Context: an optimization exercise on an open-source flow, tuned for small area and a short achievable clock period. The choices shown serve that exercise and are no tape-out recipe. Function was checked by simulation only, so behaviour that the tests miss may differ from the original. Power figures rest on the tool's default switching activity, not on a simulated workload.

==> flow/design.v <==
module maf_rr_scheduler (
  input  logic        clk,
  input  logic        rst,
  input  logic [3:0]  in_valid,
  input  logic [39:0] in_data,
  output logic [3:0]  in_ready,
  input  logic [3:0]  clr,
  output logic        out_valid,
  input  logic        out_ready,
  output logic [9:0]  out_data,
  output logic [1:0]  out_ch,
  output logic        out_primed
);
  localparam logic [9:0] Q0 = 10'd477;
  localparam logic [6:0] R0 = 7'd13;
  function automatic logic [19:0] cadd10(input logic [9:0] a, input logic [9:0] b);
    logic [9:0] g, p, gg, pp, s0, s1;
    g  = a & b;
    p  = a ^ b;
    gg = g;
    pp = p;
    for (int l = 0; l < 4; l++) begin
      for (int i = 0; i < 10; i++) begin
        if (((i >> l) & 1) == 1) begin
          gg[i] = gg[i] | (pp[i] & gg[((i >> l) << l) - 1]);
          pp[i] = pp[i] & pp[((i >> l) << l) - 1];
        end
      end
    end
    s0[0] = p[0];
    s1[0] = ~p[0];
    for (int i = 1; i < 10; i++) begin
      s0[i] = p[i] ^ gg[i-1];
      s1[i] = p[i] ^ (gg[i-1] | pp[i-1]);
    end
    cadd10 = {s1, s0};
  endfunction
  function automatic logic [19:0] csa10(input logic [9:0] a, input logic [9:0] b,
                                        input logic [9:0] c, input logic ci);
    logic [9:0] s, k;
    s = a ^ b ^ c;
    k = (a & b) | (a & c) | (b & c);
    csa10 = {k[8:0], ci, s};
  endfunction
  function automatic logic [15:0] incdec8(input logic [7:0] x);
    logic [7:0] ci, bi;
    ci[0] = 1'b1;
    bi[0] = 1'b1;
    for (int i = 1; i < 8; i++) begin
      ci[i] = ci[i-1] & x[i-1];
      bi[i] = bi[i-1] & ~x[i-1];
    end
    incdec8 = {x ^ bi, x ^ ci};
  endfunction
  logic [3:0][13:0][9:0] hist_q;
  logic [3:0][9:0]       q_q;
  logic [3:0][6:0]       r_q;
  logic [3:0][3:0]       fill_q;
  logic [1:0]            last_q;
  logic [3:0]            lasth_q;    
  logic        out_valid_q;
  logic [9:0]  out_a_q;      
  logic [6:0]  out_t_q;      
  logic [1:0]  out_ch_q;
  logic        out_primed_q;
  logic [3:0] elig, gnt;
  logic [1:0] grant;
  logic       found, space, take, accept;
  assign elig  = in_valid & ~clr;
  assign found = |elig;
  always_comb begin
    case (last_q)
      2'd0:    gnt = elig[1] ? 4'b0010 : elig[2] ? 4'b0100 : elig[3] ? 4'b1000 : elig[0] ? 4'b0001 : 4'b0000;
      2'd1:    gnt = elig[2] ? 4'b0100 : elig[3] ? 4'b1000 : elig[0] ? 4'b0001 : elig[1] ? 4'b0010 : 4'b0000;
      2'd2:    gnt = elig[3] ? 4'b1000 : elig[0] ? 4'b0001 : elig[1] ? 4'b0010 : elig[2] ? 4'b0100 : 4'b0000;
      default: gnt = elig[0] ? 4'b0001 : elig[1] ? 4'b0010 : elig[2] ? 4'b0100 : elig[3] ? 4'b1000 : 4'b0000;
    endcase
  end
  assign grant    = {gnt[3] | gnt[2], gnt[3] | gnt[1]};
  assign space    = !out_valid_q || out_ready;
  assign take     = found && space;
  assign accept   = take && !rst;
  always_comb begin
    for (int i = 0; i < 4; i++) begin
      logic blk;
      blk = 1'b0;
      for (int j = 0; j < 4; j++)
        for (int l = 0; l < 4; l++)
          if (j != i && ((j - l + 3) % 4) < ((i - l + 3) % 4))
            blk = blk | (elig[j] & lasth_q[l]);
      in_ready[i] = elig[i] & !blk & space & !rst;
    end
  end
  logic [3:0][9:0] samp;
  logic [3:0][6:0] rr;
  logic [3:0][7:0] dd;
  logic [3:0][5:0] sd;
  logic [3:0]      prim, empty;
  always_comb begin
    for (int i = 0; i < 4; i++) begin
      samp[i]  = in_data[10*i +: 10] ^ 10'h200;
      prim[i]  = fill_q[i][3] & fill_q[i][2] & fill_q[i][1];
      empty[i] = fill_q[i] == 4'd0;
      rr[i]    = empty[i] ? 7'd13 :
                 {{4{r_q[i][6]}}, r_q[i][6:4]} + {3'b0, r_q[i][3:0]};
      dd[i]    = (empty[i] ? 8'd0 : {{5{r_q[i][6]}}, r_q[i][6:4]})
                 + {2'b0, samp[i][9:4]} + {6'b0, samp[i][9:8]};
      sd[i]    = {2'b0, samp[i][3:0]} + {2'b0, samp[i][7:4]} + {4'b0, samp[i][9:8]};
    end
  end
  logic [3:0] gq, go;
  logic       ge, gp;
  logic [9:0] q_g, o_g;
  logic [5:0] sd_g;
  logic [6:0] rr_g;
  logic [7:0] dd_g;
  logic       primed;
  always_comb begin
    gq     = gnt & ~empty;
    go     = gnt & prim;
    ge     = |(gnt & empty);
    gp     = |(gnt & ~prim);
    q_g    = ge ? Q0 : 10'd0;
    o_g    = gp ? 10'd512 : 10'd0;
    rr_g   = '0;
    dd_g   = '0;
    sd_g   = '0;
    for (int i = 0; i < 4; i++) begin
      q_g    = q_g    | (gq[i]  ? q_q[i]          : 10'd0);
      o_g    = o_g    | (go[i]  ? hist_q[i][13]   : 10'd0);
      rr_g   = rr_g   | (gnt[i] ? rr[i]           : 7'd0);
      dd_g   = dd_g   | (gnt[i] ? dd[i]           : 8'd0);
      sd_g   = sd_g   | (gnt[i] ? sd[i]           : 6'd0);
    end
    primed = |go;
  end
  logic [19:0] ad_t, cs_r, ad_r, ad_y, cs_n1, ad_n;
  logic [6:0]  t, po, r_new;
  logic [9:0]  a, y, quot, q_new;
  assign ad_t  = cadd10({3'b0, rr_g}, {4'b0, sd_g});
  assign t     = ad_t[6:0];
  assign ad_y  = cadd10(q_g, {{2{dd_g[7]}}, dd_g});
  assign a     = ad_y[9:0];
  logic [7:0]  ah;
  logic [1:0]  al;
  logic [15:0] id_a;
  logic [7:0]  ahm, ahp;
  logic [6:0]  to;
  logic        nz;
  logic [4:0]  fo;
  logic [5:0]  cm, cp;      
  logic [4:0]  sg;          
  logic [4:0]  cr;          
  logic [5:0]  mo;          
  logic        sm, sp, s0;
  logic        hm7, hp7;
  logic [1:0]  yl;
  assign ah    = out_a_q[9:2];
  assign al    = out_a_q[1:0];
  assign to    = out_t_q;
  assign id_a  = incdec8(ah);
  assign ahp   = id_a[7:0];
  assign ahm   = id_a[15:8];
  always_comb begin
    nz    = !(to == 7'd0 || to == 7'd15 || to == 7'd30 || to == 7'd45);
    fo[0] = to[6];
    fo[1] = !to[6] && to < 7'd15;
    fo[2] = !to[6] && to >= 7'd15 && to < 7'd30;
    fo[3] = !to[6] && to >= 7'd30 && to < 7'd45;
    fo[4] = !to[6] && to >= 7'd45;
    cm    = {5'b0, al == 2'd0};
    cp    = {1'b1, al != 2'd0, al[1], al == 2'd3, 2'b00};
    hm7   = ah[7] ^ ~|ah[6:0];
    hp7   = ah[7] ^ &ah[6:0];
    for (int f = 0; f < 5; f++) begin
      sg[f] = cm[f] ? hm7 : cp[f] ? hp7 : ah[7];
      cr[f] = nz && !sg[f];
    end
    mo[0] = fo[0] && !cr[0];
    for (int j = 1; j < 5; j++)
      mo[j] = (fo[j] && !cr[j]) || (fo[j-1] && cr[j-1]);
    mo[5] = fo[4] && cr[4];
    sm = |(mo & cm);
    sp = |(mo & cp);
    s0 = !sm && !sp;
    yl = '0;
    for (int j = 0; j < 6; j++)
      if (mo[j]) yl = yl | (al + 2'(j - 1));
    y = {({8{sm}} & ahm) | ({8{sp}} & ahp) | ({8{s0}} & ah), yl};
  end
  assign quot  = y ^ 10'h200;
  assign po    = {3'b0, o_g[3:0]} + {3'b0, o_g[7:4]} + {5'b0, o_g[9:8]};
  assign ad_r  = cadd10({3'b0, t}, {3'b111, ~po});
  assign r_new = ad_r[16:10];
  logic [6:0] ob;
  assign ob    = {1'b0, o_g[9:4]} + {5'b0, o_g[9:8]};
  assign cs_n1 = csa10(q_g, {{2{dd_g[7]}}, dd_g}, ~{3'b0, ob}, 1'b1);
  assign ad_n  = cadd10(cs_n1[9:0], cs_n1[19:10]);
  assign q_new = ad_n[9:0];
  always_ff @(posedge clk) begin
    for (int i = 0; i < 4; i++)
      if (take && gnt[i]) begin
        hist_q[i] <= {hist_q[i][12:0], samp[i]};
        q_q[i]    <= q_new;
        r_q[i]    <= r_new;
      end
  end
  always_ff @(posedge clk or posedge rst) begin
    if (rst) begin
      fill_q       <= '0;
      last_q       <= 2'd3;
      lasth_q      <= 4'b1000;
      out_valid_q  <= 1'b0;
      out_a_q      <= 10'd512;    
      out_t_q      <= '0;
      out_ch_q     <= '0;
      out_primed_q <= 1'b0;
    end else begin
      for (int i = 0; i < 4; i++) begin
        if (clr[i])
          fill_q[i] <= '0;
        else if (take && gnt[i] && fill_q[i] != 4'd15)
          fill_q[i] <= fill_q[i] + 4'd1;
      end
      if (take) begin
        last_q       <= grant;
        lasth_q      <= gnt;
        out_valid_q  <= 1'b1;
        out_a_q      <= a;
        out_t_q      <= t;
        out_ch_q     <= grant;
        out_primed_q <= primed;
      end else if (out_ready) begin
        out_valid_q  <= 1'b0;
      end
    end
  end
  assign out_valid  = out_valid_q;
  assign out_data   = quot;
  assign out_ch     = out_ch_q;
  assign out_primed = out_primed_q;
endmodule
==> flow/config.mk <==
export PLATFORM = sky130hd
export DESIGN_NAME = maf_rr_scheduler
export DESIGN_NICKNAME = maf_rr_scheduler
export VERILOG_FILES = /design/flow/design.v
export SDC_FILE = /design/flow/constraint.sdc
export NUM_CORES = 4
export LEC_CHECK = 0
export CAP_MARGIN = 20
export CORE_MARGIN = 2
export CORE_UTILIZATION = 65
export CTS_BUF_LIST = sky130_fd_sc_hd__clkbuf_16
export CTS_CLUSTER_DIAMETER = 120
export CTS_CLUSTER_SIZE = 24
export SLEW_MARGIN = 20
==> flow/constraint.sdc <==
create_clock -name core_clock -period 17.0 [get_ports {clk}]
set_input_delay 3.4000 -clock core_clock [delete_from_list [all_inputs] [get_ports {clk}]]
set_output_delay 3.4000 -clock core_clock [all_outputs]
set_load 0.01 [all_outputs]
standard.sh (not shown) runs the stock make flow with config.mk's settings and CLKGATE_MAP_FILE= SYNTH_SCRIPT=/design/flow/synth_recipe.tcl, a recipe that flattens the netlist after the stock synthesis.
==> flow/flow/run.sh <==
#!/bin/bash
# Standard layout (the standard.sh, unchanged synthesis), with:
#  - repair_timing aiming for a larger setup slack, so the achieved clock
#    period (not just the 17 ns target) is optimised;
#  - port buffers of a plain buf_2 cell (the resizer still sizes them).
set -euo pipefail
bash standard.sh SETUP_SLACK_MARGIN=9 "BUFFER_PORTS_ARGS=-buffer_cell sky130_fd_sc_hd__buf_2" finish > standard.log 2>&1
Then changed:
--- a/flow/flow/run.sh
+++ b/flow/flow/run.sh
@@ -5,3 +5,3 @@
 #  - port buffers of a plain buf_2 cell (the resizer still sizes them).
 set -euo pipefail
-bash standard.sh SETUP_SLACK_MARGIN=9 "BUFFER_PORTS_ARGS=-buffer_cell sky130_fd_sc_hd__buf_2" finish > standard.log 2>&1
+bash standard.sh SETUP_SLACK_MARGIN=10 "BUFFER_PORTS_ARGS=-buffer_cell sky130_fd_sc_hd__buf_2" finish > standard.log 2>&1
Clock-buffer cell count stays the same.
Total power rises by 3.4%.
Cell area rises by 2.8%.
Sequential share of layout area falls by 1.9 points.
Clock skew rises by 0.013 ns.
Via count rises by 1.9%.
Critical path depth rises by 1.
Worst hold slack improves by 0.0083 ns.
Wire length rises by 4.8%.
Non-clock buffer count rises by 50.
Setup slack improves by 0.25 ns.

-- re-timing with driven ports --
The flow's constraints put no driver on any port. The routed layouts listed below were extracted and timed again, unchanged, in two steps. Step 1 (the two cells are an assumption about what drives the block):
set clk [get_ports {clk}]
set_driving_cell -lib_cell sky130_fd_sc_hd__clkbuf_16 $clk
set_driving_cell -lib_cell sky130_fd_sc_hd__buf_2 [delete_from_list [all_inputs] $clk]
Step 2 times the ports against the registers' clock, not the clock port: input delays grow and output delays shrink by t, the midpoint of the rising clock arrivals with the driver on. a / b / c = no drivers / after step 1 / after step 2; a / b = the first two.
run | shift t [ns] | setup slack, ns | cell pins on the clock port's net
the first run | 0.651 | 9.064 / 9.017 / 8.454 | 1
the second run | 0.660 | 9.311 / 9.271 / 8.739 | 1
After both steps every run listed still meets setup and hold. The setup slack of the first run, which loses most, moves by -0.047 ns with the drivers and by -0.610 ns with both steps.
